From an optimization exercise on the open Yosys and OpenROAD flow, aimed at a short achievable clock period, few clock cycles and low power; shortcuts taken in it are not production practice. At most, simulation tests tie the RTL to the original design; equivalence was not proved. For runs 5 and 6, only the layout was checked, not whether the RTL still works. Power is estimated from default activity; no workload was simulated.

===== flow/config.mk =====
export PLATFORM = sky130hd
export DESIGN_NAME = core_top
export DESIGN_NICKNAME = core_top
export VERILOG_FILES = /design/flow/design.v
export SDC_FILE = /design/flow/constraint.sdc
export NUM_CORES = 4
export LEC_CHECK = 0
export CAP_MARGIN = 20
export CORE_MARGIN = 2
export CORE_UTILIZATION = 65
export PLACE_DENSITY = 0.75
export SETUP_SLACK_MARGIN = 4.7
export SLEW_MARGIN = 20

===== flow/constraint.sdc =====
create_clock -name core_clock -period 8.0 [get_ports {clk}]
set_input_delay 1.6000 -clock core_clock [delete_from_list [all_inputs] [get_ports {clk}]]
set_output_delay 1.6000 -clock core_clock [all_outputs]
set_load 0.01 [all_outputs]

===== flow/design.v =====
package cpu_pkg;
    parameter int WORD_W    = 16;
    parameter int BYTE_W    = 8;
    parameter int PADDR_W   = 20;
    parameter int REG_IDX_W = 3;
endpackage
`timescale 1ns/100ps
import cpu_pkg::*;
module core_top #(
    parameter logic [cpu_pkg::PADDR_W-1:0] CODE_BASE   = '0,
    parameter logic [cpu_pkg::PADDR_W-1:0] DATA_BASE   = 20'h01000,
    parameter logic [cpu_pkg::PADDR_W-1:0] STACK_BASE  = 20'h02000,
    parameter logic [cpu_pkg::WORD_W-1:0]  SP_INIT     = 16'h0100,
    parameter int                          QUEUE_DEPTH = 4
) (
    input  logic                        clk,
    input  logic                        rst,
    output logic [cpu_pkg::PADDR_W-1:0] rom_addr,
    input  logic [cpu_pkg::BYTE_W-1:0]  rom_data,
    output logic                        mem_en,
    output logic                        mem_we,
    output logic [cpu_pkg::PADDR_W-1:0] mem_addr,
    output logic [cpu_pkg::WORD_W-1:0]  mem_wdata,
    input  logic [cpu_pkg::WORD_W-1:0]  mem_rdata,
    output logic                        halted
);
    localparam int PC_W = 12;
    localparam int MA_W = 17;
    localparam logic [2:0] S_OP    = 3'd0;
    localparam logic [2:0] S_MODRM = 3'd1;
    localparam logic [2:0] S_D1    = 3'd2;
    localparam logic [2:0] S_D2    = 3'd3;
    localparam logic [2:0] S_HALT  = 3'd4;
    localparam logic [2:0] K_IMM  = 3'd1;
    localparam logic [2:0] K_RR   = 3'd2;
    localparam logic [2:0] K_LD   = 3'd3;
    localparam logic [2:0] K_ST   = 3'd4;
    localparam logic [2:0] K_PUSH = 3'd5;
    localparam logic [2:0] K_POP  = 3'd6;
    logic [PC_W-1:0]    pc;
    logic [2:0]         st;
    logic               run;
    logic               f_two;      
    logic               f_sext;     
    logic               f_opd;      
    logic               f_opw;      
    logic               x_valid;
    logic [2:0]         x_kind;
    logic [2:0]         x_wp;       
    logic               x_lo;       
    logic               x_hi;       
    logic [2:0]         x_sp;       
    logic               x_shi;      
    logic [3:0]         x_use;      
    logic [WORD_W-1:0]  x_data;
    logic               m_en;
    logic               m_we;
    logic [WORD_W-1:0]  m_a;
    logic               m_stack;
    logic [WORD_W-1:0]  m_wd;
    logic               ld1_v;
    logic [2:0]         ld1_dst;
    logic               ld2_v;
    logic [2:0]         ld2_dst;
    logic [WORD_W-1:0]  regs [8];
    logic               is_imm, is_rr, is_ld, is_st, is_push, is_pop, is_mem;
    logic               use_src, is_wr, xw;
    logic               haz1, haz2;
    logic               stall;
    logic               go;
    logic               fen;
    logic               fwd;
    logic [WORD_W-1:0]  rv;
    logic [BYTE_W-1:0]  rb;
    logic [WORD_W-1:0]  xv;
    logic [WORD_W-1:0]  base_b;
    logic [WORD_W-1:0]  base_i;
    logic [WORD_W-1:0]  cs_s;
    logic [WORD_W-1:0]  cs_c;
    logic [WORD_W-1:0]  dsum;
    logic [WORD_W-1:0]  ssum;
    logic [WORD_W-1:0]  addr;
    assign is_imm  = (x_kind == K_IMM);
    assign is_rr   = (x_kind == K_RR);
    assign is_ld   = (x_kind == K_LD);
    assign is_st   = (x_kind == K_ST);
    assign is_push = (x_kind == K_PUSH);
    assign is_pop  = (x_kind == K_POP);
    assign is_mem  = is_ld | is_st | is_push | is_pop;
    assign use_src = is_rr | is_st | is_push;
    assign is_wr   = is_imm | is_rr;
    assign xw      = x_lo & x_hi;
    function automatic logic base_hit(input logic [4:0] use_, input logic [2:0] r);
        base_hit = (use_[0] && r == 3'd3) || (use_[1] && r == 3'd5) ||
                   (use_[2] && r == 3'd6) || (use_[3] && r == 3'd7) ||
                   (use_[4] && r == 3'd4);
    endfunction
    logic [4:0] use5;
    assign use5 = {is_push || is_pop, x_use};
    assign haz1  = ld1_v && ((use_src && x_sp == ld1_dst) ||
                             (is_wr && x_wp == ld1_dst) ||
                             base_hit(use5, ld1_dst));
    assign haz2  = ld2_v && base_hit(use5, ld2_dst);
    assign stall = x_valid && (haz1 || haz2);
    assign go    = x_valid && !stall;
    assign fen   = run && !stall;
    assign fwd = ld2_v && (x_sp == ld2_dst);
    assign rv  = fwd ? mem_rdata : regs[x_sp];
    assign rb  = x_shi ? rv[15:8] : rv[7:0];
    always_comb begin
        if (is_imm) xv = xw ? x_data : {x_data[7:0], x_data[7:0]};
        else        xv = xw ? rv : {rb, rb};
    end
    function automatic logic [WORD_W-1:0] ks_add(input logic [WORD_W-1:0] x,
                                                 input logic [WORD_W-1:0] y);
        logic [WORD_W-1:0] g, p, g2, p2;
        g = x & y;
        p = x ^ y;
        for (int d = 1; d < WORD_W; d = d * 2) begin
            g2 = g;
            p2 = p;
            for (int i = d; i < WORD_W; i++) begin
                g2[i] = g[i] | (p[i] & g[i-d]);
                p2[i] = p[i] & p[i-d];
            end
            g = g2;
            p = p2;
        end
        ks_add = (x ^ y) ^ {g[WORD_W-2:0], 1'b0};
    endfunction
    assign base_b = ({WORD_W{x_use[0]}} & regs[3]) | ({WORD_W{x_use[1]}} & regs[5]);
    assign base_i = ({WORD_W{x_use[2]}} & regs[6]) | ({WORD_W{x_use[3]}} & regs[7]);
    assign cs_s = base_b ^ base_i ^ x_data;
    assign cs_c = {(base_b[14:0] & base_i[14:0]) | (base_b[14:0] & x_data[14:0]) |
                   (base_i[14:0] & x_data[14:0]), 1'b0};
    assign dsum = ks_add(cs_s, cs_c);
    assign ssum = ks_add(regs[4], x_data);
    assign addr = (is_push || is_pop) ? ssum : dsum;
    always_ff @(posedge clk) begin
        m_a     <= addr;
        m_stack <= is_push || is_pop;
        m_we    <= is_st || is_push;
        m_wd    <= rv;
        ld1_dst <= x_wp;
        ld2_dst <= ld1_dst;
    end
    always_ff @(posedge clk or negedge rst) begin
        if (!rst) begin
            m_en  <= 1'b0;
            ld1_v <= 1'b0;
            ld2_v <= 1'b0;
        end else begin
            m_en  <= go && is_mem;
            ld1_v <= go && (is_ld || is_pop);
            ld2_v <= ld1_v;
        end
    end
    always_ff @(posedge clk or negedge rst) begin
        if (!rst) begin
            for (int i = 0; i < 8; i++) begin
                regs[i] <= (i == 4) ? SP_INIT : '0;
            end
        end else begin
            for (int i = 0; i < 8; i++) begin
                if (i == 4 && go && is_push) begin
                    regs[i] <= regs[i] - WORD_W'(2);
                end else if (i == 4 && go && is_pop) begin
                    regs[i] <= regs[i] + WORD_W'(2);
                end else begin
                    if (go && is_wr && x_lo && x_wp == 3'(i)) begin
                        regs[i][7:0] <= xv[7:0];
                    end else if (ld2_v && ld2_dst == 3'(i)) begin
                        regs[i][7:0] <= mem_rdata[7:0];
                    end
                    if (go && is_wr && x_hi && x_wp == 3'(i)) begin
                        regs[i][15:8] <= xv[15:8];
                    end else if (ld2_v && ld2_dst == 3'(i)) begin
                        regs[i][15:8] <= mem_rdata[15:8];
                    end
                end
            end
        end
    end
    logic [BYTE_W-1:0]  b;
    logic               done;
    logic [1:0]         skip;
    logic               direct;
    assign b = rom_data;
    assign f_opd  = x_shi;
    assign f_opw  = x_lo;
    assign f_sext = (x_kind != K_IMM) && x_shi;
    assign f_two  = (x_kind == K_IMM) ? (x_lo && x_hi) : !x_shi;
    assign direct = (b[7:6] == 2'b00) && (b[2:0] == 3'b110);
    always_comb begin
        done = 1'b0;
        skip = 2'd0;
        case (st)
            S_OP:    done = (b[7:4] == 4'h5);
            S_MODRM: begin
                done = (b[7:6] == 2'b11) ||
                       (f_opw && b[7:6] == 2'b00 && b[2:0] != 3'b110);
                if (!f_opw && b[7:6] != 2'b11) begin
                    skip = (b[7:6] == 2'b01) ? 2'd1 :
                           (b[7:6] == 2'b10 || direct) ? 2'd2 : 2'd0;
                end
            end
            S_D1:    done = !f_two;
            S_D2:    done = 1'b1;
            default: done = 1'b0;
        endcase
    end
    always_ff @(posedge clk or negedge rst) begin
        if (!rst) begin
            pc      <= '0;
            st      <= S_OP;
            run     <= 1'b1;
            x_valid <= 1'b0;
        end else begin
            run     <= run && (st != S_HALT);
            x_valid <= stall || (fen && done);
            if (fen) begin
                pc <= pc + PC_W'(skip) + PC_W'(1);
                case (st)
                    S_OP: begin
                        if (b[7:2] == 6'b100010)           st <= S_MODRM;
                        else if (b[7:4] == 4'hB)           st <= S_D1;
                        else if (b == 8'hA1 || b == 8'hA3) st <= S_D1;
                        else if (b == 8'hF4)               st <= S_HALT;
                    end
                    S_MODRM: begin
                        if (!done && skip == 2'd0 && (f_opw || b[7:6] == 2'b11)) st <= S_D1;
                        else                                                   st <= S_OP;
                    end
                    S_D1: begin
                        st <= f_two ? S_D2 : S_OP;
                    end
                    default: st <= S_OP;
                endcase
            end
        end
    end
    always_ff @(posedge clk) begin
        if (fen) begin
            case (st)
                S_OP: begin
                    x_wp   <= b[2:0];
                    x_sp   <= b[2:0];
                    x_shi  <= 1'b0;
                    x_lo   <= 1'b1;
                    x_hi   <= 1'b1;
                    x_use  <= 4'b0000;
                    x_data <= b[3] ? WORD_W'(STACK_BASE) : WORD_W'(STACK_BASE - 2);
                    if (b[7:4] == 4'hB) begin
                        x_kind <= K_IMM;
                        if (!b[3]) begin
                            x_wp <= {1'b0, b[1:0]};
                            x_lo <= !b[2];
                            x_hi <= b[2];
                        end
                    end else if (b[7:4] == 4'h5) begin
                        x_kind <= b[3] ? K_POP : K_PUSH;
                    end else begin
                        x_kind <= b[1] ? K_ST : K_LD;
                        x_wp   <= 3'd0;
                        x_sp   <= 3'd0;
                        x_use  <= 4'b0000;
                    end
                    if (b[7:2] == 6'b100010) begin
                        x_shi <= b[1];
                        x_lo  <= b[0];
                    end
                end
                S_MODRM: begin
                    x_data <= WORD_W'(DATA_BASE);
                    if (b[7:6] == 2'b11) begin
                        x_kind <= K_RR;
                        if (f_opw) begin
                            x_wp  <= f_opd ? b[5:3] : b[2:0];
                            x_sp  <= f_opd ? b[2:0] : b[5:3];
                            x_shi <= 1'b0;
                            x_lo  <= 1'b1;
                            x_hi  <= 1'b1;
                        end else begin
                            x_wp  <= {1'b0, f_opd ? b[4:3] : b[1:0]};
                            x_sp  <= {1'b0, f_opd ? b[1:0] : b[4:3]};
                            x_shi <= f_opd ? b[2] : b[5];
                            x_lo  <= !(f_opd ? b[5] : b[2]);
                            x_hi  <= f_opd ? b[5] : b[2];
                        end
                    end else begin
                        x_kind <= f_opd ? K_LD : K_ST;
                        x_wp   <= b[5:3];
                        x_sp   <= b[5:3];
                        x_shi  <= (b[7:6] == 2'b01);
                    end
                    case (b[2:0])
                        3'd0:    x_use <= 4'b0101;
                        3'd1:    x_use <= 4'b1001;
                        3'd2:    x_use <= 4'b0110;
                        3'd3:    x_use <= 4'b1010;
                        3'd4:    x_use <= 4'b0100;
                        3'd5:    x_use <= 4'b1000;
                        3'd6:    x_use <= direct ? 4'b0000 : 4'b0010;
                        default: x_use <= 4'b0001;
                    endcase
                    if (b[7:6] == 2'b11) x_use <= 4'b0000;
                end
                S_D1: begin
                    x_data[7:0] <= b;
                    if (f_sext) x_data[15:8] <= {BYTE_W{b[7]}} + BYTE_W'(DATA_BASE >> 8);
                end
                S_D2: begin
                    x_data[15:8] <= (x_kind == K_IMM) ? b : b + BYTE_W'(DATA_BASE >> 8);
                end
                default: ;
            endcase
        end
    end
    assign rom_addr  = PADDR_W'(CODE_BASE << 4) + PADDR_W'(pc);
    assign mem_en    = m_en;
    assign mem_we    = m_we;
    assign mem_addr  = {3'b000,
                        m_stack ? (m_a[15:12] < 4'(STACK_BASE >> 12))
                                : (m_a[15:12] < 4'(DATA_BASE >> 12)),
                        m_a};
    assign mem_wdata = m_wd;
    assign halted    = !run || (st == S_HALT && !m_en);
endmodule

===== flow/flow/run.sh =====
#!/bin/bash
# Layout flow: the standard flow (standard.sh), with these changes after
# synthesis, which is run unchanged:
#  - the resizer may swap a cell for one of another footprint
#    (MATCH_CELL_FOOTPRINT=0; the platform sets 1), so repair_timing can
#    upsize gates and buffers;
#  - the port buffers that global placement inserts are buf_4 cells rather
#    than the resizer's default (a delay buffer);
#  - clock tree synthesis clusters up to 24 flip-flops within 90 um per leaf
#    buffer and adds no dummy loads.
# Each step's full output goes to a log file in the work folder; ORFS's own
# per-step logs are under orfs/logs.
set -euo pipefail
bash standard.sh synth > flow_synth.log 2>&1
bash standard.sh MATCH_CELL_FOOTPRINT=0 \
    "BUFFER_PORTS_ARGS=-buffer_cell sky130_fd_sc_hd__buf_4" \
    "CTS_ARGS=-sink_clustering_enable -repair_clock_nets -sink_clustering_size 24 -sink_clustering_max_diameter 90 -dont_use_dummy_load" \
    finish > flow_layout.log 2>&1

===== flow/standard.sh =====
#!/bin/bash
# synth_recipe.tcl (not shown) runs the flow's synth.tcl, then flattens the netlist and writes it again
# the make line also repeats each setting of config.mk as NAME=value (left out here)
make -C /OpenROAD-flow-scripts/flow DESIGN_CONFIG=/design/flow/config.mk WORK_HOME=/design/flow/orfs CLKGATE_MAP_FILE= SYNTH_SCRIPT=/design/flow/synth_recipe.tcl "${@:-finish}"

==> summary.txt, run 1 <==
Run status
  • Status: timing/DRC/antenna clean

Clock network
  • Cts bufs inserted: 13
  • Clk slew on worst S/H paths: about 0.1 ns
  • CTS tree: built
  • Clk Latency, worst-skew pair: 0.50 ns
  • CTS Buffer Depth: 3
  • H-Tree Depth: 1
  • Clk root buf: clkbuf_16
  • Clk sinks: 220

STA
  • Final setup skew: 0.0314 ns
  • Final hold violation count: 0
  • Hold Slack: between 0.4 and 0.5 ns
  • Final period utilization: 42.2%
  • RSZ-0062 raised after global routing: yes
  • Max_slew headroom: 36.7%
  • Highest Clock Rate: 296 MHz
  • Final Setup Violations: 0
  • Tmin final: 3.38 ns
  • Worst-Margin Slew: 0.950 ns
  • Setup TNS: 0 ns
  • Slew Viols, Final: 0

Floorplan
  • Die Ht: ~150 um
  • Top Ports: 85
  • Initial Util: 66.4%
  • Die X: 154 um
  • Die area: 0.0236 mm2
  • Site row count: 54
  • Core box area: roughly 0.022 mm2

Hold path
  • Hold Startpoint: ld1_dst[2]
  • Hold Crit Class: reg2reg
  • Hold Path Depth: 0
  • Hold path endpoint: ld2_dst[2]

Setup path
  • Slowest CP cell: or3_1
  • R2R Setup Slk: 4.62 ns
  • CP required: 8.38 ns
  • Crit path launch type: flop
  • Crit path kind: reg2reg
  • CP delay by family, top: compound AO/OA/AOI/OAI gates
  • Crit path cell chain: buf_6, and3b_1, a222oi_1, o221a_2, o22ai_1, or3_1, o221ai_1, o21ai_0, a221o_1
  • CP Max Fanout: 45
  • Critical Path Max Stage Delay: just over 0.4 ns
  • Worst R2R Start: x_sp[2]
  • CP Buf/Inv Count: 1
  • R2R depth: 9
  • Critical R2R Capture: regs[4][2]
  • Worst endpoint data arrival time: roughly 3.8 ns
  • CP Capture Type: flop

Finish
  • Design area: 0.0164 mm2
  • Commonest non-fill, non-tap cell in the layout: mux2i_1
  • Area delta synth->final: 12.6%
  • Filler Cell Count: 1625
  • Post-route insts no fill: 1848
  • Share of layout cells above drive strength 1: between 10% and 20%
  • Antenna Cells: 0
  • Most frequent cells in the layout: mux2i_1 (205), dfrtp_1 (142), buf_4 (121)
  • Nets: around 1700

Routing
  • Drt drc: 0
  • Initial DRC Count: 1595
  • DRT Pass-1 Iters: 6
  • Avg Vias per Cell: a little over 7
  • Total Wirelength: 50300 um
  • Via count: 13000
  • Remaining antenna violation count: 0
  • Wirelength per Cell: 27.2 um

Power and ir drop
  • Peak supply drop: 0.200 mV
  • PD cells: 120 mW/mm2
  • Leakage: 0.00731 uW

Global route
  • First-pass GRT wire length: 74900 um
  • Gr ovfl total: 0
  • Largest net degree at the start of global routing: 85
  • Number of global-route vias before repair: about 12000
  • Initial antenna violation count: 1
  • Total GRT Usage: 41.2%

Yosys
  • Yosys warnings: 2
  • Mapped Area: 0.0145 mm2
  • Post-synthesis sequential area ratio: 37.6%
  • Cells after synthesis: about 1500
  • Async SR Flop Fraction: 67.3%
  • Prevailing post-synth register cell: dfrtp_1
  • Number of synthesized flops with an enable pin: 32
  • Synth Register Bits: between 200 and 250
  • Syn_area_per_cell: 9.50 um2
  • Netlist cell types: 83

Place
  • Placer Congestion: 1.07
  • Placed cell count: 1796
  • Port Buffers: 73
  • Placed wire-length estimate: 34900 um
  • DP Area: 0.0152 mm2

Job
  • Max-cap violations: 0
[state kept, by name (all words and copies together), names as in the netlist, 4 cells and up]
| register | count |
|---|---|
| m_wd | 16 |
| x_data | 16 |
| x_use | 4 |
| m_a | 16 |
| pc | 12 |
| regs | 128 |
[cell families after synthesis]
group | synth area share (%)
AND/OR/NAND/NOR | 13.9
AO/OA/AOI/OAI | 17.8
multiplexers | 16.7
flip-flops | 37.6
buffers and inverters | 4.85
XOR/XNOR | 3.43
adder cells (fa/ha/maj) | 5.66
other | 0.0258
[cells in the mapped netlist, types with 22 or more instances]
master | instances | share of area (%)
a21oi_1 | 95 | 3.3
a22o_1 | 40 | 2.4
clkbuf_1 | 73 | 1.9
dfrtp_1 | 146 | 25
dfxtp_1 | 40 | 5.5
edfxtp_1 | 32 | 6.6
ha_1 | 37 | 3.2
inv_1 | 49 | 1.3
mux2_2 | 31 | 2.4
mux2i_1 | 208 | 14
nand2_1 | 114 | 2.9
nand2b_1 | 22 | 0.95
nand3_1 | 31 | 1.1
nor2_1 | 112 | 2.9
o21ai_0 | 80 | 2.8
xnor2_1 | 33 | 2.0
xor2_1 | 24 | 1.4
[layer usage]
metal  up-vias  wire length (um)  part of all wire (%)  global-route usage (%)
met5         -                 0                     0                       0
met4         0              3250                   6.5                    22.9
met3       186              5370                    11                    7.75
met2       838             22000                    44                    61.4
met1      6366             19600                    39                    57.0
li1       5642                 -                     -                       -
[report_power, final]
group          switching (uW)  internal [uW]
registers                11.6           1140
clock network             377            293
logic                    90.7           57.8
total                     479           1490
[layout make-up]
| type | count | area (um2) | area share, % |
|---|---|---|---|
| Inverter | 49 | 186 | 1.14 |
| Timing Repair Buffer | 136 | 1140 | 6.99 |
| Clock buffer | 13 | 325 | 1.99 |
| Tap cell | 280 | 350 | 2.14 |
| Multi-Input combinational cell | 1150 | 8890 | 54.3 |
| Sequential cell | 220 | 5480 | 33.5 |
[through the flow]
stage | worst slack (ns) | total power (uW) | util, %
2_1_floorplan | 4.72 | 1250 | -
3_3_place_gp | 4.05 | 1310 | 69.4
3_5_place_dp | 4.04 | 1310 | 69.4
4_1_cts | 4.59 | 1970 | 73.2
5_1_grt | 4.50 | 2020 | 74.8
6_report | 4.62 | 1970 | 74.8
[worst max path at each step]
stage | slack [ns] | cells after the start | start | to
2_1_floorplan | 4.72 | 6 | rom_data[6] | pc[6]
3_3_place_gp | 4.05 | 8 | x_sp[2] | x_data[11]
3_5_place_dp | 4.04 | 8 | x_sp[2] | x_data[3]
4_1_cts | 4.59 | 13 | x_use[1] | m_a[14]
5_1_grt | 4.50 | 15 | x_use[2] | m_a[15]
6_report | 4.62 | 9 | x_sp[2] | regs[4][2]
[timing repair]
action	CTS	global route
hold buffers	0	0
pin swaps	14	24
setup endpoints to repair	160	144
resized for setup	51	57
setup buffers	25	13
gates cloned	0	1
Testbench counts, summed over its fixed seeds: cycles 31,386.
==> run 2, diff against run 1 <==
--- a/flow/config.mk
+++ b/flow/config.mk
@@ -7,7 +7,7 @@
 export LEC_CHECK = 0
 export CAP_MARGIN = 20
 export CORE_MARGIN = 2
-export CORE_UTILIZATION = 65
-export PLACE_DENSITY = 0.75
-export SETUP_SLACK_MARGIN = 4.7
+export CORE_UTILIZATION = 75
+export PLACE_DENSITY = 0.85
+export SETUP_SLACK_MARGIN = 5
 export SLEW_MARGIN = 20
==> run 2 against run 1 <==
Against the previous run: still clean; global-route usage rose by 8.3 points; design area grew 1.8%; clock skew rose by 0.024 ns.
==> summary.txt, run 2 <==
Yosys
  • Async SR Flop Fraction: 67.3% (unchanged)
  • Most common cell in the netlist: mux2i_1 (unchanged)
  • Mapped Area: 0.0145 mm2 (unchanged)
  • Yosys warnings: 2 (unchanged)
  • Prevailing post-synth register cell: dfrtp_1 (unchanged)
  • Largest cells by area after synthesis: dfrtp_1 (25%), mux2i_1 (14%), edfxtp_1 (6.6%) (unchanged)
  • Cells after synthesis: 1530 (unchanged)
  • Number of synthesized flops with an enable pin: 32 (unchanged)
  • Post-synthesis sequential area ratio: 37.6% (unchanged)
  • Synth Register Bits: 220 (unchanged)
  • Synth top area share: 25.1% (unchanged)
  • Largest area contributor in the netlist: dfrtp_1 (unchanged)
  • Syn_area_per_cell: 9.50 um2 (unchanged)
  • Netlist cell types: 83 (unchanged)
  • Post-synth top cells: mux2i_1 (208), dfrtp_1 (146), nand2_1 (114) (unchanged)

Job
  • Max-cap violations: 0 (unchanged)

Power and ir drop
  • Clock Power Share: 34.3% (was 34.0%)
  • Sequential share of power: 57.9% (was 58.5%)
  • Switching Share: 25.0% (was 24.3%)
  • Comb pwr share: 7.8% (was 7.5%)
  • PD cells: 120 mW/mm2 (about the same)
  • Peak supply drop: 0.166 mV (was 0.200 mV)
  • P_sw: 498 uW (was 479 uW)
  • Leakage: 0.00737 uW (was 0.00731 uW)
  • Internal: 1490 uW (about the same)

Global route
  • First-pass GRT wire length: 76600 um (was 74900 um)
  • Total GRT Usage: 49.5% (was 41.2%)
  • Largest net degree at the start of global routing: 91 (was 85)
  • Number of global-route vias before repair: 13200 (was 12300)
  • Initial antenna violation count: 2 (was 1)
  • Gr ovfl total: 0 (unchanged)

Floorplan
  • Initial Util: 76.9% (was 66.4%)
  • Die Ht: 143 um (was 154 um)
  • Die area: 0.0205 mm2 (was 0.0236 mm2)
  • Site row count: 50 (was 54)
  • Die X: 143 um (was 154 um)
  • Top Ports: 85 (unchanged)
  • Core box area: 0.0189 mm2 (was 0.0219 mm2)

Routing
  • Initial DRC Count: 2396 (was 1595)
  • Total Wirelength: 54200 um (was 50300 um)
  • Drt drc: 0 (unchanged)
  • Avg Vias per Cell: 7.73 (was 7.05)
  • Via count: 14200 (was 13000)
  • Remaining antenna violation count: 0 (unchanged)
  • DRT Pass-1 Iters: 10 (was 6)
  • Wirelength per Cell: 29.5 um (was 27.2 um)

Setup path
  • CP required: 8.39 ns (was 8.38 ns)
  • R2R depth: 15 (was 9)
  • Crit path cell chain: buf_12, a22oi_1, fa_1, inv_1, ha_2, inv_1, fa_2, nand2b_4, a21oi_4, o211a_4, or3_1, o211ai_1, o21ai_1, xnor2_1, mux2i_1 (was buf_6, and3b_1, a222oi_1, o221a_2, o22ai_1, or3_1, o221ai_1, o21ai_0, a221o_1)
  • CP Capture Type: flop (unchanged)
  • Worst endpoint data arrival time: 3.82 ns (was 3.76 ns)
  • Crit path launch type: flop (unchanged)
  • Cell depth of the worst setup path: 15 (was 9)
  • Crit path kind: reg2reg (unchanged)
  • Slowest CP cell: edfxtp_1 (was or3_1)
  • CP Max Fanout: 13 (was 45)
  • CP delay by family, top: compound AO/OA/AOI/OAI gates (unchanged)
  • CP Buf/Inv Count: 3 (was 1)
  • Most used cell, CP: inv_1
  • Critical Path Max Stage Delay: 0.45 ns (was 0.41 ns)

STA
  • Slew Viols, Final: 0 (unchanged)
  • Final setup skew: 0.0549 ns (was 0.0314 ns)
  • Final Setup Violations: 0 (unchanged)
  • RSZ-0062 raised after global routing: yes (unchanged)
  • Final hold violation count: 0 (unchanged)
  • Highest Clock Rate: 292 MHz (was 296 MHz)
  • Final period utilization: 42.8% (was 42.2%)
  • Worst-Margin Slew: 1.21 ns (was 0.950 ns)
  • Hold Slack: 0.454 ns (was 0.453 ns)
  • Max_slew headroom: 18.8% (was 36.7%)
  • Setup TNS: 0 ns (unchanged)
  • Tmin final: 3.43 ns (was 3.38 ns)

Hold path
  • Hold Crit Class: reg2reg (unchanged)
  • Hold Path Depth: 0 (unchanged)

Finish
  • Max reg flops: 128 (unchanged)
  • Share of layout cells above drive strength 1: 20.9% (was 18.9%)
  • Commonest non-fill, non-tap cell in the layout: mux2i_1 (unchanged)
  • Most flops, register: regs (unchanged)
  • Antenna Cells: 0 (unchanged)
  • Area delta synth->final: 14.6% (was 12.6%)
  • Most frequent cells in the layout: mux2i_1 (205), dfrtp_1 (141), buf_4 (129) (was mux2i_1 (205), dfrtp_1 (142), buf_4 (121))
  • Nets: 1660 (was 1651)

Clock network
  • CTS tree: built (unchanged)
  • CTS Buffer Depth: 3 (unchanged)
  • Clk root buf: clkbuf_16 (unchanged)
  • Post-CTS Hold Buffers: 0 (unchanged)
  • Clk slew on worst S/H paths: 0.10 ns (about the same)
  • Clk sinks: 220 (unchanged)
  • Cts bufs inserted: 13 (unchanged)
  • Clk Latency, worst-skew pair: 0.51 ns (was 0.50 ns)
  • H-Tree Depth: 1 (unchanged)

Place
  • Port Buffers: 73 (unchanged)
  • Placer Congestion: 1.09 (was 1.07)
  • Placed wire-length estimate: 33800 um (was 34900 um)

Run status
  • Status: timing/DRC/antenna clean (unchanged)
run 2: cell counts after synthesis:
No cell type changed its count.
run 2: path summary, 6_finish.rpt:
kind                       slack [ns]  startpoint     endpoint
min reg2reg                      0.45       ld1_v        ld2_v
max                              4.57    x_use[2]      m_a[15]
min                              0.45       ld1_v        ld2_v
max reg2reg                      4.57    x_use[2]      m_a[15]
max in group asynchronous        5.44         rst   regs[7][0]
min in group asynchronous        1.21         rst  regs[4][10]
run 2: what timing repair did:
item / CTS / global route
setup buffers: 31 / 19
resized for setup: 73 / 61
pin swaps: 10 / 23
cloned: 0 / 1
setup endpoints to repair: 186 / 178
run 2: final cells by class:
type                       count  area, um2
multi-input combinational   1150       9060
sequential                   220       5480
fill                         913       2230
timing repair buffer         145       1280
clock buffer                  13        325
tap                          260        325
inverter                      49        191
run 2: kinds of logic after synthesis:
family | synth area share [%]
AOI/OAI and AO/OA | 17.8
xor gates and xnor gates | 3.43
adders and majority gates | 5.66
buffers and inverters | 4.85
DFF | 37.6
muxes | 16.7
other | 0.0258
and+or+nand+nor | 13.9
run 2: per-stage QoR:
stage / worst slack (ns) / instances / instance area, um2 / total power (uW) / utilization, %
5_1_grt: 4.47 / 1837 / 16700 / 2020 / 88.2
6_report: 4.57 / 1837 / 16700 / 1990 / 88.2
2_1_floorplan: 4.89 / 1540 / 14700 / 1250 / -
4_1_cts: 4.62 / 1816 / 16100 / 1950 / 85.5
3_5_place_dp: 4.17 / 1772 / 15200 / 1310 / 80.5
3_3_place_gp: 4.25 / 1772 / 15200 / 1310 / 80.5
run 2: worst reg2reg max path: cells and delay by family (launching register included):
| family | cells | cell delay, ns |
|---|---|---|
| multiplexers | 1 | 0.08 |
| flip-flops | 1 | 0.45 |
| adder cells (fa/ha/maj) | 3 | 0.68 |
| AND/OR/NAND/NOR | 2 | 0.52 |
| XOR/XNOR | 1 | 0.17 |
| buffers and inverters | 3 | 0.33 |
| AO/OA/AOI/OAI | 5 | 1.09 |
run 2: power groups by stage:
| stage | clock network (uW) | registers, uW | logic (uW) |
|---|---|---|---|
| 3_5_place_dp | 0 | 1180 | 135 |
| 5_1_grt | 698 | 1160 | 165 |
| 6_report | 683 | 1150 | 155 |
| 3_3_place_gp | 0 | 1180 | 130 |
| 2_1_floorplan | 0 | 1170 | 77.6 |
| 4_1_cts | 660 | 1150 | 140 |
run 2: layer usage:
layer  up-vias  track usage, %  part of all wire (%)
met5         -               0                 0.024
li1       5657               -                     -
met4         2            35.5                   9.8
met1      6670            61.1                    33
met3       487            16.6                    15
met2      1385            72.8                    42
==> run 3, diff against run 2 <==
--- a/flow/config.mk
+++ b/flow/config.mk
@@ -7,7 +7,8 @@
 export LEC_CHECK = 0
 export CAP_MARGIN = 20
 export CORE_MARGIN = 2
-export CORE_UTILIZATION = 75
-export PLACE_DENSITY = 0.85
+export CORE_UTILIZATION = 65
+export GPL_TIMING_DRIVEN = 1
+export PLACE_DENSITY = 0.75
 export SETUP_SLACK_MARGIN = 5
 export SLEW_MARGIN = 20
==> run 3 against run 2 <==
Against the previous run: synthesized cell count did not move; wire length shrank 7.9%; critical path depth is 1 lower; via count fell by 7.3%; critical path type unchanged.
==> summary.txt, run 3 <==
Run status
  • Status: timing/DRC/antenna clean (unchanged)

Routing
  • Initial DRC Count: 1627 (was 2396)
  • Remaining antenna violation count: 0 (unchanged)
  • Wirelength per Cell: 26.9 um (was 29.5 um)
  • Avg Vias per Cell: 7.10 (was 7.73)
  • Via count: 13200 (was 14200)
  • Total Wirelength: 49900 um (was 54200 um)
  • Drt drc: 0 (unchanged)
  • DRT Pass-1 Iters: 8 (was 10)

Floorplan
  • Die Ht: 154 um (was 143 um)
  • Top Ports: 85 (unchanged)
  • Core box area: 0.0219 mm2 (was 0.0189 mm2)
  • Initial Util: 66.4% (was 76.9%)
  • Die area: 0.0236 mm2 (was 0.0205 mm2)
  • Site row count: 54 (was 50)
  • Die X: 154 um (was 143 um)

Clock network
  • H-Tree Depth: 1 (unchanged)
  • Clk sinks: 220 (unchanged)
  • CTS Buffer Depth: 3 (unchanged)
  • Clk slew on worst S/H paths: 0.09 ns (was 0.10 ns)
  • Clk root buf: clkbuf_16 (unchanged)
  • Clk Latency, worst-skew pair: 0.50 ns (was 0.51 ns)
  • Cts bufs inserted: 13 (unchanged)
  • CTS tree: built (unchanged)

Yosys
  • Async SR Flop Fraction: 67.3% (unchanged)
  • Most common cell in the netlist: mux2i_1 (unchanged)
  • Prevailing post-synth register cell: dfrtp_1 (unchanged)
  • Yosys warnings: 2 (unchanged)
  • Largest cells by area after synthesis: dfrtp_1 (25%), mux2i_1 (14%), edfxtp_1 (6.6%) (unchanged)
  • Mapped Area: 0.0145 mm2 (unchanged)
  • Number of synthesized flops with an enable pin: 32 (unchanged)
  • Post-synthesis sequential area ratio: 37.6% (unchanged)
  • Synth top area share: 25.1% (unchanged)
  • Largest area contributor in the netlist: dfrtp_1 (unchanged)
  • Synth Register Bits: 220 (unchanged)
  • Cells after synthesis: 1530 (unchanged)
  • Syn_area_per_cell: 9.50 um2 (unchanged)
  • Post-synth top cells: mux2i_1 (208), dfrtp_1 (146), nand2_1 (114) (unchanged)
  • Netlist cell types: 83 (unchanged)

STA
  • Highest Clock Rate: 304 MHz (was 292 MHz)
  • Final hold violation count: 0 (unchanged)
  • Setup TNS: 0 ns (unchanged)
  • Final period utilization: 41.2% (was 42.8%)
  • Hold Slack: 0.433 ns (was 0.454 ns)
  • Slew Viols, Final: 0 (unchanged)
  • Tmin final: 3.29 ns (was 3.43 ns)
  • Max_slew headroom: 13.2% (was 18.8%)
  • Final setup skew: 0.0378 ns (was 0.0549 ns)
  • Final Setup Violations: 0 (unchanged)
  • RSZ-0062 raised after global routing: yes (unchanged)
  • Worst-Margin Slew: 1.29 ns (was 1.21 ns)

Finish
  • Antenna Cells: 0 (unchanged)
  • Share of layout cells above drive strength 1: 20.0% (was 20.9%)
  • Commonest non-fill, non-tap cell in the layout: mux2i_1 (unchanged)
  • Most frequent cells in the layout: mux2i_1 (205), dfrtp_1 (141), buf_4 (121) (was mux2i_1 (205), dfrtp_1 (141), buf_4 (129))
  • Filler Cell Count: 1557 (was 913)
  • Max reg flops: 128 (unchanged)
  • Most flops, register: regs (unchanged)
  • Storage cell area: 0.00548 mm2 (unchanged)
  • Nets: 1656 (was 1660)
  • Multi-input gate area: 0.00902 mm2 (was 0.00906 mm2)
  • Area delta synth->final: 14.2% (was 14.6%)

Hold path
  • Hold Startpoint: ld1_v (unchanged)
  • Hold Crit Class: reg2reg (unchanged)
  • Hold path endpoint: ld2_v (unchanged)
  • Hold Path Depth: 0 (unchanged)

Global route
  • Number of global-route vias before repair: 12300 (was 13200)
  • Largest net degree at the start of global routing: 96 (was 91)
  • Total GRT Usage: 41.0% (was 49.5%)
  • Initial antenna violation count: 0 (was 2)
  • First-pass GRT wire length: 74800 um (was 76600 um)
  • Gr ovfl total: 0 (unchanged)

Setup path
  • CP Buf/Inv Count: 2 (was 3)
  • CP Max Fanout: 5 (was 13)
  • Worst endpoint data arrival time: 3.64 ns (was 3.82 ns)
  • Slowest CP cell: fa_2 (was edfxtp_1)
  • Critical Path Max Stage Delay: 0.57 ns (was 0.45 ns)
  • Crit path launch type: flop (unchanged)
  • Most used cell, CP: fa_2 (was inv_1)
  • Critical R2R Capture: m_a[15] (unchanged)
  • CP Capture Type: flop (unchanged)
  • CP delay by family, top: adder cells (was compound AO/OA/AOI/OAI gates)
  • Worst R2R Start: x_use[3] (was x_use[2])
  • Crit path cell chain: buf_12, a22o_1, fa_2, ha_4, inv_2, fa_2, nand2b_4, a21oi_4, o211a_1, or3_1, o211ai_1, o21ai_1, xnor2_1, mux2i_1 (was buf_12, a22oi_1, fa_1, inv_1, ha_2, inv_1, fa_2, nand2b_4, a21oi_4, o211a_4, or3_1, o211ai_1, o21ai_1, xnor2_1, mux2i_1)
  • CP required: 8.35 ns (was 8.39 ns)
  • R2R depth: 14 (was 15)
  • Crit path kind: reg2reg (unchanged)
  • R2R Setup Slk: 4.71 ns (was 4.57 ns)

Place
  • Placer Congestion: 1.12 (was 1.09)
  • Port Buffers: 73 (unchanged)
  • Placed wire-length estimate: 34200 um (was 33800 um)

Power and ir drop
  • Tot Pwr: 1970 uW (was 1990 uW)
  • PD cells: 119 mW/mm2 (was 120 mW/mm2)
  • Leakage: 0.00735 uW (was 0.00737 uW)
  • Peak supply drop: 0.257 mV (was 0.166 mV)

Job
  • Max-cap violations: 0 (unchanged)
-- run 3: cell counts after synthesis --
No cell type changed its count.
-- run 3: power by group --
group | total (uW) | internal [uW] | leakage, uW | switching (uW)
Clock | 669 | 293 | 0.000160 | 376
Sequential | 1160 | 1140 | 0.00251 | 13.3
Combinational | 147 | 57.3 | 0.00468 | 89.5
Total | 1970 | 1490 | 0.00735 | 479
-- run 3: final cells by class --
type                            instances  share of cell area, %
Tap cell                              280                   2.11
Sequential cell                       220                   33.0
Multi-Input combinational cell       1150                   54.3
Inverter                               49                   1.15
Timing Repair inverter                  1                 0.0301
Clock buffer                           13                   1.96
Timing Repair Buffer                  140                   7.43
-- run 3: worst max-delay path by stage --
stage | end | from | slack (ns) | depth (start not counted)
2_1_floorplan | pc[6] | rom_data[6] | 4.89 | 8
6_report | m_a[15] | x_use[3] | 4.71 | 14
3_3_place_gp | x_data[6] | x_sp[2] | 4.19 | 8
4_1_cts | m_a[14] | x_use[1] | 4.66 | 12
3_5_place_dp | x_data[6] | x_sp[2] | 4.13 | 8
5_1_grt | m_a[15] | x_use[3] | 4.57 | 14
-- run 3: routing by layer --
metal | global-route usage [%] | vias up | routed length (um)
li1 | - | 5647 | -
met5 | 0 | - | 0
met1 | 56.0 | 6344 | 18900
met3 | 8.54 | 256 | 5710
met4 | 24.4 | 0 | 4120
met2 | 60.6 | 914 | 21100
-- run 3: worst register-to-register path, stage by stage, from the launching register on --
cell and delay [ns]:
edfxtp_1 0.47, buf_12 0.18, a22o_1 0.24, fa_2 0.57, ha_4 0.16, inv_2 0.04
fa_2 0.34, nand2b_4 0.17, a21oi_4 0.18, o211a_1 0.19, or3_1 0.11, o211ai_1 0.13
o21ai_1 0.18, xnor2_1 0.13, mux2i_1 0.08
-- run 3: kinds of logic after synthesis --
family,count (synthesis),synth area share [%]
adder cells (fa/ha/maj),55,5.66
AND/OR/NAND/NOR,406,13.9
XOR/XNOR,57,3.43
multiplexers,239,16.7
buffers and inverters,170,4.85
AO/OA/AOI/OAI,382,17.8
flip-flops,220,37.6
other,1,0.0258
-- run 3: what timing repair did --
| action | CTS | global route |
|---|---|---|
| gates cloned | 1 | 3 |
| buffers inserted | 29 | 13 |
| resized for setup | 84 | 45 |
| hold buffers | 0 | 0 |
| pin swaps | 27 | 20 |
| endpoints found under the setup margin | 186 | 163 |
-- run 3: through the flow --
step                      area (um2)  util (%)  cells  worst slack (ns)
final                          16600      75.8   1853              4.71
after floorplan                14700         -   1540              4.89
after global placement         15200      69.6   1794              4.19
after global routing           16600      75.8   1853              4.57
after detailed placement       15200      69.6   1794              4.13
after CTS                      16200      74.1   1837              4.66
==> run 4, diff against run 3 <==
--- a/flow/config.mk
+++ b/flow/config.mk
@@ -8,7 +8,6 @@
 export CAP_MARGIN = 20
 export CORE_MARGIN = 2
 export CORE_UTILIZATION = 65
-export GPL_TIMING_DRIVEN = 1
 export PLACE_DENSITY = 0.75
 export SETUP_SLACK_MARGIN = 5
 export SLEW_MARGIN = 20
==> run 4 against run 3 <==
Against the previous run: still clean on timing, DRC and antenna; power did not move; flip-flop and latch count unchanged; clock power is essentially flat; synthesized cell count unchanged; worst setup slack did not move; cell count is the same; maximum frequency stayed put; largest power group unchanged.
==> summary.txt, run 4 <==
Power and ir drop
  • Peak supply drop: 0.257 mV (unchanged)
  • PD cells: 119 mW/mm2 (unchanged)
  • Leakage: 0.00735 uW (unchanged)
  • Tot Pwr: 1970 uW (unchanged)

Finish
  • Area delta synth->final: 14.2% (unchanged)
  • Storage cell area: 0.00548 mm2 (unchanged)
  • Nets: 1656 (unchanged)
  • Share of layout cells above drive strength 1: 20.0% (unchanged)
  • Max reg flops: 128 (unchanged)
  • Most frequent cells in the layout: mux2i_1 (205), dfrtp_1 (141), buf_4 (121) (unchanged)
  • Multi-input gate area: 0.00902 mm2 (unchanged)
  • Design area: 0.0166 mm2 (unchanged)
  • Commonest non-fill, non-tap cell in the layout: mux2i_1 (unchanged)
  • Antenna Cells: 0 (unchanged)
  • Most flops, register: regs (unchanged)
  • Filler Cell Count: 1557 (unchanged)

Yosys
  • Number of synthesized flops with an enable pin: 32 (unchanged)
  • Netlist cell types: 83 (unchanged)
  • Mapped Area: 0.0145 mm2 (unchanged)
  • Synth Register Bits: 220 (unchanged)
  • Yosys warnings: 2 (unchanged)
  • Prevailing post-synth register cell: dfrtp_1 (unchanged)
  • Post-synth top cells: mux2i_1 (208), dfrtp_1 (146), nand2_1 (114) (unchanged)
  • Cells after synthesis: 1530 (unchanged)
  • Post-synthesis sequential area ratio: 37.6% (unchanged)
  • Largest cells by area after synthesis: dfrtp_1 (25%), mux2i_1 (14%), edfxtp_1 (6.6%) (unchanged)
  • Syn_area_per_cell: 9.50 um2 (unchanged)
  • Synth top area share: 25.1% (unchanged)
  • Async SR Flop Fraction: 67.3% (unchanged)
  • Largest area contributor in the netlist: dfrtp_1 (unchanged)
  • Most common cell in the netlist: mux2i_1 (unchanged)

Floorplan
  • Core box area: 0.0219 mm2 (unchanged)
  • Site row count: 54 (unchanged)
  • Top Ports: 85 (unchanged)
  • Die area: 0.0236 mm2 (unchanged)
  • Initial Util: 66.4% (unchanged)
  • Die X: 154 um (unchanged)
  • Die Ht: 154 um (unchanged)

Routing
  • Via count: 13200 (unchanged)
  • Total Wirelength: 49900 um (unchanged)
  • Remaining antenna violation count: 0 (unchanged)
  • Wirelength per Cell: 26.9 um (unchanged)
  • Avg Vias per Cell: 7.10 (unchanged)
  • Drt drc: 0 (unchanged)
  • DRT Pass-1 Iters: 8 (unchanged)
  • Initial DRC Count: 1627 (unchanged)

Job
  • Max-cap violations: 0 (unchanged)

Setup path
  • CP Capture Type: flop (unchanged)
  • Worst endpoint data arrival time: 3.64 ns (about the same)
  • Crit path launch type: flop (unchanged)
  • CP required: 8.35 ns (about the same)
  • Critical Path Max Stage Delay: 0.57 ns (about the same)
  • CP Max Fanout: 5 (unchanged)
  • Crit path cell chain: buf_12, a22o_1, fa_2, ha_4, inv_2, fa_2, nand2b_4, a21oi_4, o211a_1, or3_1, o211ai_1, o21ai_1, xnor2_1, mux2i_1 (unchanged)
  • Slowest CP cell: fa_2 (unchanged)
  • Crit path kind: reg2reg (unchanged)
  • Most used cell, CP: fa_2 (unchanged)

Place
  • Pre-CTS setup slack: 4.13 ns (unchanged)
  • Placer Congestion: 1.12 (unchanged)
  • Placed wire-length estimate: 34200 um (unchanged)
  • DP Area: 0.0152 mm2 (unchanged)
  • Port Buffers: 73 (unchanged)

STA
  • Worst-Margin Slew: 1.29 ns (unchanged)
  • Final setup skew: 0.0378 ns (unchanged)
  • Setup TNS: 0 ns (unchanged)
  • Slew Viols, Final: 0 (unchanged)
  • Tmin final: 3.29 ns (unchanged)
  • Highest Clock Rate: 304 MHz (unchanged)
  • RSZ-0062 raised after global routing: yes (unchanged)
  • Hold Slack: 0.433 ns (unchanged)
  • Final period utilization: 41.2% (unchanged)
  • Max_slew headroom: 13.2% (unchanged)
  • Final Setup Violations: 0 (unchanged)
  • Final hold violation count: 0 (unchanged)
  • Fin worst setup slack: 4.71 ns (unchanged)

Clock network
  • Post-CTS Hold Buffers: 0 (unchanged)
  • Clk slew on worst S/H paths: 0.09 ns (about the same)
  • CTS Buffer Depth: 3 (unchanged)
  • Cts bufs inserted: 13 (unchanged)
  • CTS tree: built (unchanged)
  • H-Tree Depth: 1 (unchanged)
  • Clk sinks: 220 (unchanged)
  • Clk root buf: clkbuf_16 (unchanged)
  • Clk Latency, worst-skew pair: 0.50 ns (about the same)

Global route
  • Total GRT Usage: 41.0% (unchanged)
  • First-pass GRT wire length: 74800 um (unchanged)
  • Number of global-route vias before repair: 12300 (unchanged)
  • Largest net degree at the start of global routing: 96 (unchanged)
  • Gr ovfl total: 0 (unchanged)
  • Initial antenna violation count: 0 (unchanged)

Hold path
  • Hold Crit Class: reg2reg (unchanged)

Run status
  • Status: timing/DRC/antenna clean (unchanged)
==> run 4: layer usage <==
layer	GRT usage [%]	routed length [um]	vias to the layer above
met5	0	0	-
met4	24.4	4120	0
met3	8.54	5710	256
met2	60.6	21100	914
met1	56.0	18900	6344
li1	-	-	5647
==> run 4: cell type report <==
type / instances / share of cell area [%]
Clock buffer: 13 / 1.96
Inverter: 49 / 1.15
Multi-Input combinational cell: 1150 / 54.3
Sequential cell: 220 / 33.0
Tap cell: 280 / 2.11
Timing Repair Buffer: 140 / 7.43
Timing Repair inverter: 1 / 0.0301
==> run 4: power breakdown <==
group          internal (uW)  switching, uW  leakage, uW
clock network            293            376     0.000160
logic                   57.3           89.5      0.00468
registers               1140           13.3      0.00251
==> run 4: path summary, 6_finish.rpt <==
kind / slack (ns) / start / depth (start not counted) / end
setup / recovery: 4.71 / x_use[3] / 14 / m_a[15]
hold / removal: 0.43 / ld1_v / 0 / ld2_v
setup reg to reg: 4.71 / x_use[3] / 14 / m_a[15]
hold reg to reg: 0.43 / ld1_v / 0 / ld2_v
max in group asynchronous: 5.49 / rst / 2 / regs[1][12]
min in group asynchronous: 1.22 / rst / 1 / regs[4][4]
==> run 4: what timing repair did <==
action / in CTS / in global routing
gates cloned: 1 / 3
endpoints found under the setup margin: 186 / 163
hold endpoints to repair: 0 / 0
pin swaps: 27 / 20
buffers inserted: 29 / 13
gates resized for setup: 84 / 45
==> run 4: through the flow <==
step	instances	util [%]
final	1853	75.8
after global routing	1853	75.8
after CTS	1837	74.1
after detailed placement	1794	69.6
after global placement	1794	69.6
after floorplan	1540	-
==> run 4: cells by family after synthesis <==
family / Yosys count / synth area share, %
buffers and inverters: 170 / 4.85
and+or+nand+nor: 406 / 13.9
other: 1 / 0.0258
AOI/OAI and AO/OA: 382 / 17.8
adders and majority gates: 55 / 5.66
DFF: 220 / 37.6
muxes: 239 / 16.7
xor gates and xnor gates: 57 / 3.43
==> run 4: worst max-delay path: cells and delay by family, from the launching register on <==
family	cells	cell delay, ns
adders and majority gates	3	1.07
and+or+nand+nor	2	0.28
AOI/OAI and AO/OA	5	0.90
buffers and inverters	2	0.22
muxes	1	0.08
xor gates and xnor gates	1	0.13
DFF	1	0.47
==> run 5, diff against run 4 <==
--- a/flow/design.v
+++ b/flow/design.v
@@ -162,7 +162,9 @@
             end
         end else begin
             for (int i = 0; i < 8; i++) begin
-                if (i == 4 && go && is_push) begin
+                if (i == 4 && go && is_wr && x_wp == 3'd4) begin
+                    regs[i] <= xv;
+                end else if (i == 4 && go && is_push) begin
                     regs[i] <= regs[i] - WORD_W'(2);
                 end else if (i == 4 && go && is_pop) begin
                     regs[i] <= regs[i] + WORD_W'(2);
==> run 5 against run 4 <==
Against the previous run: still clean on timing, DRC and antenna; synthesized area increased by 1.4%; cell count increased by 1.9%; via count fell by 0.13%; critical path depth is 1 lower; utilization up 0.37 points; first-iteration DRC count is 11% lower; design area rose by 3.0%; worst setup slack lost 0.12 ns; sequential share of layout area decreased by 0.96 points; combinational power increased by 5%; non-clock buffer count up 32; flip-flop and latch count stayed put.
==> summary.txt, run 5 <==
Yosys
  • Largest area contributor in the netlist: dfrtp_1 (unchanged)
  • Cells after synthesis: 1535 (was 1530)
  • Synth top area share: 24.8% (was 25.1%)
  • Most common cell in the netlist: mux2i_1 (unchanged)
  • Number of synthesized flops with an enable pin: 32 (unchanged)
  • Post-synthesis sequential area ratio: 37.1% (was 37.6%)
  • Async SR Flop Fraction: 67.3% (unchanged)
  • Netlist cell types: 83 (unchanged)
  • Post-synth top cells: mux2i_1 (219), dfrtp_1 (146), nor2_1 (117) (was mux2i_1 (208), dfrtp_1 (146), nand2_1 (114))
  • Largest cells by area after synthesis: dfrtp_1 (25%), mux2i_1 (15%), edfxtp_1 (6.5%) (was dfrtp_1 (25%), mux2i_1 (14%), edfxtp_1 (6.6%))
  • Prevailing post-synth register cell: dfrtp_1 (unchanged)
  • Yosys warnings: 2 (unchanged)
  • Mapped Area: 0.0147 mm2 (was 0.0145 mm2)
  • Syn_area_per_cell: 9.61 um2 (was 9.50 um2)
  • Synth Register Bits: 220 (unchanged)

Clock network
  • Clk slew on worst S/H paths: 0.10 ns (was 0.09 ns)
  • Clk root buf: clkbuf_16 (unchanged)
  • Cts bufs inserted: 14 (was 13)
  • CTS tree: built (unchanged)
  • Post-CTS Hold Buffers: 0 (unchanged)
  • Clk Latency, worst-skew pair: 0.50 ns (about the same)
  • CTS Buffer Depth: 3 (unchanged)
  • H-Tree Depth: 1 (unchanged)
  • Clk sinks: 220 (unchanged)

Power and ir drop
  • Comb pwr share: 7.7% (was 7.4%)
  • Sequential share of power: 58.0% (was 58.6%)
  • PD cells: 118 mW/mm2 (was 119 mW/mm2)
  • Peak supply drop: 0.129 mV (was 0.257 mV)
  • Switching Share: 24.1% (was 24.3%)
  • Internal: 1520 uW (was 1490 uW)
  • Leakage: 0.00741 uW (was 0.00735 uW)
  • Tot Pwr: 2010 uW (was 1970 uW)
  • Clock Power Share: 34.3% (was 33.9%)
  • P_sw: 485 uW (was 479 uW)

Routing
  • Drt drc: 0 (unchanged)
  • Total Wirelength: 50200 um (was 49900 um)
  • Wirelength per Cell: 26.6 um (was 26.9 um)
  • Initial DRC Count: 1449 (was 1627)
  • Remaining antenna violation count: 0 (unchanged)
  • Via count: 13100 (was 13200)
  • Avg Vias per Cell: 6.96 (was 7.10)
  • DRT Pass-1 Iters: 6 (was 8)

Setup path
  • Worst endpoint data arrival time: 3.81 ns (was 3.64 ns)
  • Crit path launch type: flop (unchanged)
  • Crit path launch: x_use[3] (unchanged)
  • CP Capture Type: flop (unchanged)
  • CP required: 8.39 ns (was 8.35 ns)
  • R2R Setup Slk: 4.58 ns (was 4.71 ns)
  • Worst R2R Start: x_use[3] (unchanged)
  • Crit path kind: reg2reg (unchanged)
  • CP Max Fanout: 4 (was 5)

Floorplan
  • Die Ht: 155 um (was 154 um)
  • Initial Util: 65.7% (was 66.4%)
  • Core box area: 0.0224 mm2 (was 0.0219 mm2)
  • Die area: 0.0239 mm2 (was 0.0236 mm2)
  • Site row count: 55 (was 54)
  • Top Ports: 85 (unchanged)
  • Die X: 155 um (was 154 um)

Place
  • Port Buffers: 73 (unchanged)
  • Placed wire-length estimate: 33600 um (was 34200 um)
  • Placer Congestion: 0.974 (was 1.12)

Hold path
  • Hold Crit Class: reg2reg (unchanged)
  • Hold Startpoint: ld1_dst[1] (was ld1_v)

Finish
  • Area delta synth->final: 15.9% (was 14.2%)
  • Antenna Cells: 0 (unchanged)
  • Most flops, register: regs (unchanged)
  • Max reg flops: 128 (unchanged)
  • Commonest non-fill, non-tap cell in the layout: mux2i_1 (unchanged)
  • Most frequent cells in the layout: mux2i_1 (217), dfrtp_1 (143), buf_4 (139) (was mux2i_1 (205), dfrtp_1 (141), buf_4 (121))
  • Nets: 1687 (was 1656)
  • Share of layout cells above drive strength 1: 19.8% (was 20.0%)

STA
  • Max_slew headroom: 21.4% (was 13.2%)
  • RSZ-0062 raised after global routing: yes (unchanged)
  • Slew Viols, Final: 0 (unchanged)
  • Final Setup Violations: 0 (unchanged)
  • Highest Clock Rate: 293 MHz (was 304 MHz)
  • Final period utilization: 42.7% (was 41.2%)
  • Setup TNS: 0 ns (unchanged)
  • Tmin final: 3.42 ns (was 3.29 ns)
  • Worst-Margin Slew: 1.17 ns (was 1.29 ns)
  • Final hold violation count: 0 (unchanged)
  • Final setup skew: 0.0523 ns (was 0.0378 ns)

Global route
  • Number of global-route vias before repair: 12600 (was 12300)
  • Total GRT Usage: 40.9% (was 41.0%)
  • Gr ovfl total: 0 (unchanged)
  • First-pass GRT wire length: 75100 um (was 74800 um)
  • Initial antenna violation count: 0 (unchanged)
  • Largest net degree at the start of global routing: 95 (was 96)

Run status
  • Status: timing/DRC/antenna clean (unchanged)

Job
  • Max-cap violations: 0 (unchanged)
## run 5: changes by cell type in the layout (fill, tap and decap cells not counted), sizes merged, moves of 9 or more
cell / before / now
a211oi: 15 / 37
a22o: 42 / 30
mux2i: 208 / 219
a21oi: 95 / 112
a22oi: 16 / 5
and2: 20 / 11
mux4: 0 / 13
nor3: 20 / 33
nor2: 113 / 123
nand2: 114 / 98
o31ai: 19 / 7
mux2: 31 / 5
buf: 137 / 171
nor2b: 3 / 30
## run 5: what timing repair did
| item | 4_1_cts | 5_1_grt |
|---|---|---|
| setup buffers | 49 | 30 |
| pin swaps | 25 | 28 |
| gates resized for setup | 70 | 53 |
| endpoints found under the setup margin | 187 | 182 |
| cloned | 0 | 4 |
## run 5: worst paths after layout
check,end,cells after the start
min,ld2_dst[1],0
max reg2reg,m_a[15],13
max in group asynchronous,st[2],2
max,m_a[15],13
min reg2reg,ld2_dst[1],0
min in group asynchronous,regs[1][1],1
## run 5: per-stage QoR
step | cells | worst slack (ns) | hold slack [ns] | utilization, % | cell area [um2]
after floorplan | 1545 | 4.81 | 0.329 | - | 14900
after global placement | 1791 | 3.94 | 0.429 | 68.3 | 15300
after detailed placement | 1792 | 3.83 | 0.434 | 68.4 | 15300
after CTS | 1855 | 4.64 | 0.456 | 73.7 | 16500
after global routing | 1889 | 4.46 | 0.476 | 76.2 | 17100
final | 1889 | 4.58 | 0.460 | 76.2 | 17100
## run 5: cell type report
class	count	area, um2
Tap cell	285	357
Sequential cell	220	5480
Fill cell	1554	5340
Multi-Input combinational cell	1158	9180
Inverter	40	154
Clock buffer	14	350
Timing Repair Buffer	172	1580
## run 5: metal layers
metal / wire [um] / share of wire (%) / global-route usage (%)
met5: 0 / 0 / 0
met4: 4070 / 8.1 / 24.6
met3: 5240 / 10 / 6.02
met2: 22300 / 44 / 65.0
met1: 18600 / 37 / 53.4
## run 5: power by group through the flow
stage / registers [uW] / clock network, uW / logic [uW]
3_3_place_gp: 1190 / 0 / 143
6_report: 1170 / 689 / 155
2_1_floorplan: 1180 / 0 / 87.2
3_5_place_dp: 1190 / 0 / 146
5_1_grt: 1170 / 728 / 170
4_1_cts: 1160 / 690 / 149
## run 5: cells by family (layout without fill, tap and decap cells)
| family | Yosys count | after routing | share of synthesized area [%] |
|---|---|---|---|
| buffers and inverters | 170 | 226 | 4.99 |
| AO/OA/AOI/OAI | 374 | 374 | 16.6 |
| XOR/XNOR | 66 | 66 | 3.92 |
| adder cells (fa/ha/maj) | 55 | 55 | 5.58 |
| flip-flops | 220 | 220 | 37.1 |
| other | 1 | 11 | 0.0254 |
| AND/OR/NAND/NOR | 412 | 415 | 14.6 |
| multiplexers | 237 | 237 | 17.2 |
## run 5: critical path: stages, from the launching register on
cell and delay [ns]:
edfxtp_1 0.44, buf_4 0.19, clkbuf_16 0.16, a22o_1 0.24
fa_1 0.48, ha_1 0.39, or3_1 0.38, o21ai_0 0.10
a21oi_2 0.07, a41o_1 0.23, o41ai_4 0.29, o21ai_2 0.09
xnor2_1 0.15, mux2i_1 0.09
==> run 6, diff against run 5 <==
--- a/flow/design.v
+++ b/flow/design.v
@@ -52,6 +52,7 @@
     logic [2:0]         x_sp;       
     logic               x_shi;      
     logic [3:0]         x_use;      
+    logic               x_usp;      
     logic [WORD_W-1:0]  x_data;
     logic               m_en;
     logic               m_we;
@@ -77,8 +78,6 @@
     logic [WORD_W-1:0]  base_i;
     logic [WORD_W-1:0]  cs_s;
     logic [WORD_W-1:0]  cs_c;
-    logic [WORD_W-1:0]  dsum;
-    logic [WORD_W-1:0]  ssum;
     logic [WORD_W-1:0]  addr;
     assign is_imm  = (x_kind == K_IMM);
     assign is_rr   = (x_kind == K_RR);
@@ -96,7 +95,7 @@
                    (use_[4] && r == 3'd4);
     endfunction
     logic [4:0] use5;
-    assign use5 = {is_push || is_pop, x_use};
+    assign use5 = {x_usp, x_use};
     assign haz1  = ld1_v && ((use_src && x_sp == ld1_dst) ||
                              (is_wr && x_wp == ld1_dst) ||
                              base_hit(use5, ld1_dst));
@@ -129,13 +128,12 @@
         ks_add = (x ^ y) ^ {g[WORD_W-2:0], 1'b0};
     endfunction
     assign base_b = ({WORD_W{x_use[0]}} & regs[3]) | ({WORD_W{x_use[1]}} & regs[5]);
-    assign base_i = ({WORD_W{x_use[2]}} & regs[6]) | ({WORD_W{x_use[3]}} & regs[7]);
+    assign base_i = ({WORD_W{x_use[2]}} & regs[6]) | ({WORD_W{x_use[3]}} & regs[7]) |
+                    ({WORD_W{x_usp}} & regs[4]);
     assign cs_s = base_b ^ base_i ^ x_data;
     assign cs_c = {(base_b[14:0] & base_i[14:0]) | (base_b[14:0] & x_data[14:0]) |
                    (base_i[14:0] & x_data[14:0]), 1'b0};
-    assign dsum = ks_add(cs_s, cs_c);
-    assign ssum = ks_add(regs[4], x_data);
-    assign addr = (is_push || is_pop) ? ssum : dsum;
+    assign addr = ks_add(cs_s, cs_c);
     always_ff @(posedge clk) begin
         m_a     <= addr;
         m_stack <= is_push || is_pop;
@@ -251,6 +249,7 @@
                     x_lo   <= 1'b1;
                     x_hi   <= 1'b1;
                     x_use  <= 4'b0000;
+                    x_usp  <= (b[7:4] == 4'h5);
                     x_data <= b[3] ? WORD_W'(STACK_BASE) : WORD_W'(STACK_BASE - 2);
                     if (b[7:4] == 4'hB) begin
                         x_kind <= K_IMM;
@@ -273,6 +272,7 @@
                     end
                 end
                 S_MODRM: begin
+                    x_usp  <= 1'b0;
                     x_data <= WORD_W'(DATA_BASE);
                     if (b[7:6] == 2'b11) begin
                         x_kind <= K_RR;
==> run 6 against run 5 <==
Against the previous run: global-route usage is 1.0 points higher; power is 3.8% lower; synthesized area is 4.9% lower; worst setup slack worse by 0.067 ns; combinational power is 27% lower; synthesized cell count is 0.65% lower; non-clock buffer count is 5 higher; flip-flop and latch count is 1 higher; utilization is 1.6 points higher; first-iteration DRC count is 25% higher; wire length is 1.7% lower; clock power is 3.2% lower; critical endpoint unchanged.
==> summary.txt, run 6 <==
Global route
  • First-pass GRT wire length: 71700 um (was 75100 um)
  • Largest net degree at the start of global routing: 85 (was 95)
  • Number of global-route vias before repair: 12100 (was 12600)

Yosys
  • Number of synthesized flops with an enable pin: 33 (was 32)
  • Prevailing post-synth register cell: dfrtp_1 (unchanged)
  • Synth Register Bits: 221 (was 220)
  • Async SR Flop Fraction: 67.0% (was 67.3%)
  • Post-synthesis sequential area ratio: 39.2% (was 37.1%)
  • Most common cell in the netlist: nand2_1 (was mux2i_1)
  • Mapped Area: 0.0140 mm2 (was 0.0147 mm2)
  • Largest cells by area after synthesis: dfrtp_1 (26%), edfxtp_1 (7.1%), mux2_2 (5.8%) (was dfrtp_1 (25%), mux2i_1 (15%), edfxtp_1 (6.5%))
  • Synth top area share: 26.1% (was 24.8%)
  • Post-synth top cells: nand2_1 (167), dfrtp_1 (146), o21ai_0 (132) (was mux2i_1 (219), dfrtp_1 (146), nor2_1 (117))
  • Cells after synthesis: 1525 (was 1535)

Clock network
  • Cts bufs inserted: 13 (was 14)
  • Clk root buf: clkbuf_16 (unchanged)
  • CTS tree: built (unchanged)
  • H-Tree Depth: 1 (unchanged)
  • Post-CTS Hold Buffers: 0 (unchanged)
  • Clk sinks: 221 (was 220)

Floorplan
  • Site row count: 53 (was 55)
  • Top Ports: 85 (unchanged)
  • Core box area: 0.0211 mm2 (was 0.0224 mm2)
  • Die Ht: 151 um (was 155 um)
  • Die X: 151 um (was 155 um)

Routing
  • M1 WL: 17500 um (was 18600 um)
  • Top sig layer: met4 (unchanged)
  • Initial DRC Count: 1817 (was 1449)
  • DRT Pass-1 Iters: 10 (was 6)
  • Remaining antenna violation count: 0 (unchanged)
  • Wirelength per Cell: 26.4 um (was 26.6 um)
  • Avg Vias per Cell: 7.03 (was 6.96)
  • Drt drc: 0 (unchanged)

Setup path
  • Critical R2R Capture: m_a[15] (unchanged)
  • Crit path kind: reg2reg (unchanged)
  • Crit path launch type: flop (unchanged)
  • CP required: 8.37 ns (was 8.39 ns)
  • R2R depth: 16 (was 13)
  • Worst endpoint data arrival time: 3.85 ns (was 3.81 ns)
  • Worst R2R Start: x_usp (was x_use[3])
  • CP Max Fanout: 6 (was 4)
  • R2R Setup Slk: 4.52 ns (was 4.58 ns)
  • CP Capture Type: flop (unchanged)

Finish
  • Max reg flops: 128 (unchanged)
  • Most frequent cells in the layout: nand2_1 (158), buf_4 (143), dfrtp_1 (141) (was mux2i_1 (217), dfrtp_1 (143), buf_4 (139))
  • Util after Layout: 77.8% (was 76.2%)
  • Design area: 0.0164 mm2 (was 0.0171 mm2)
  • Area delta synth->final: 17.0% (was 15.9%)
  • Filler Cell Count: 1484 (was 1554)
  • Nets: 1656 (was 1687)
  • Commonest non-fill, non-tap cell in the layout: nand2_1 (was mux2i_1)

STA
  • Hold Slack: 0.468 ns (was 0.460 ns)
  • Worst-Margin Slew: 1.05 ns (was 1.17 ns)
  • Final setup skew: 0.0210 ns (was 0.0523 ns)
  • Slew Viols, Final: 0 (unchanged)
  • Highest Clock Rate: 287 MHz (was 293 MHz)

Run status
  • Status: timing/DRC/antenna clean (unchanged)

Place
  • Placer Congestion: 1.01 (was 0.974)
  • Port Buffers: 73 (unchanged)
  • Placed wire-length estimate: 32500 um (was 33600 um)
  • DP Area: 0.0145 mm2 (was 0.0153 mm2)

Power and ir drop
  • Leakage: 0.00690 uW (was 0.00741 uW)
  • Internal: 1470 uW (was 1520 uW)
  • Clock Power Share: 34.5% (was 34.3%)
  • Tot Pwr: 1930 uW (was 2010 uW)
  • Sequential share of power: 59.6% (was 58.0%)
  • Comb pwr share: 5.8% (was 7.7%)
  • Switching Share: 23.7% (was 24.1%)

Job
  • Max-cap violations: 0 (unchanged)

Hold path
  • Hold Path Depth: 0 (unchanged)
  • Hold Startpoint: x_wp[1] (was ld1_dst[1])
run 6: changes by cell type in the layout (fill, tap and decap cells not counted), sizes merged, moves of 14 or more:
cell | before | now
a222oi | 0 | 16
a22o | 30 | 14
ha | 37 | 22
mux2 | 5 | 72
mux2i | 219 | 50
nand2 | 98 | 167
nor2 | 123 | 107
o21ai | 81 | 139
xor2 | 30 | 16
run 6: routing by layer:
| layer | GRT usage (%) | vias up |
|---|---|---|
| met2 | 63.8 | 1009 |
| li1 | - | 5617 |
| met4 | 22.3 | 0 |
| met5 | 0 | - |
| met1 | 55.7 | 6230 |
| met3 | 10.2 | 261 |
run 6: cell type report:
cell class                      instances  area (um2)  share of cell area, %
Antenna cell                            1        2.50                 0.0153
Clock buffer                           13         325                   1.98
Inverter                               48         184                   1.12
Multi-Input combinational cell       1130        8480                   51.7
Sequential cell                       221        5510                   33.6
Tap cell                              275         344                   2.10
Timing Repair Buffer                  177        1550                   9.45
run 6: kinds of logic (layout without fill, tap and decap cells):
kind of cell,after synthesis,after routing,share of synthesized area (%)
flip-flops,221,221,39.2
XOR/XNOR,49,49,3.06
buffers and inverters,185,238,5.91
adder cells (fa/ha/maj),39,39,4.39
multiplexers,136,136,11.6
other,1,12,0.0267
AO/OA/AOI/OAI,427,427,19.6
AND/OR/NAND/NOR,467,468,16.3
run 6: repair_timing:
action                     CTS  global route
buffers inserted            41            45
cloned                       0             3
resized for setup           82            93
setup endpoints to repair  190           185
pin swaps                   23            72
run 6: metrics by stage:
step	setup slack [ns]	cells
final	4.52	1865
after detailed placement	3.63	1762
after global routing	4.35	1864
after CTS	4.54	1816
after global placement	3.77	1762
after floorplan	4.77	1535
run 6: worst max-delay path by stage:
stage | start | cells after the start | slack (ns) | endpoint
floorplan | x_use[1] | 15 | 4.77 | m_a[15]
global placement | x_sp[2] | 7 | 3.77 | x_data[2]
detailed placement | x_sp[2] | 7 | 3.63 | x_data[3]
CTS | x_use[3] | 15 | 4.54 | m_a[15]
global route | x_usp | 16 | 4.35 | m_a[15]
finish | x_usp | 16 | 4.52 | m_a[15]
run 6: power groups by stage:
stage	logic (uW)	clock network (uW)	registers, uW
after floorplan	58.2	0	1170
after global placement	104	0	1180
after detailed placement	105	0	1180
after CTS	108	666	1150
after global routing	122	704	1150
final	113	667	1150
run 6: worst max-delay path: stages (launching register included):
cell and delay, ns:
edfxtp_1 0.43, buf_6 0.17, a222oi_1 0.32, inv_1 0.10
fa_1 0.53, ha_2 0.18, inv_2 0.04, fa_2 0.34
nor2b_2 0.12, o21ai_2 0.09, a21boi_2 0.24, o41ai_4 0.08
buf_4 0.18, o2111ai_4 0.20, a31o_2 0.19, a21oi_2 0.05
xnor2_1 0.12

==> port drivers added, routing unchanged <==
In the flow no input, the clock included, has a driving cell. The finished layouts below were timed again as built, in two steps. Step 1: set_driving_cell puts a clkbuf_16 on clk and a buf_2 on each other input, an assumption about the parent block. Step 2, shift: input delay + t, output delay - t, t = (earliest + latest rising clock arrival at the registers) / 2. This alone moves slack from input paths to output paths. Slacks: no drivers / after step 1 / after step 2; pairs: no drivers / after step 1.
run | shift t [ns] | slack for setup (ns) | worst data-port slew with drivers (ns)
run 1 | 0.530 | 4.622 / 4.622 / 4.405 | 0.04
run 2 | 0.534 | 4.572 / 4.572 / 4.477 | 0.04
run 3 | 0.532 | 4.707 / 4.707 / 4.450 | 0.04
run 4 | 0.532 | 4.707 / 4.707 / 4.450 | 0.04
run 5 | 0.527 | 4.583 / 4.583 / 4.583 | 0.04
run 6 | 0.530 | 4.516 / 4.516 / 4.516 | 0.04
After both steps setup and hold are still met in every run listed.
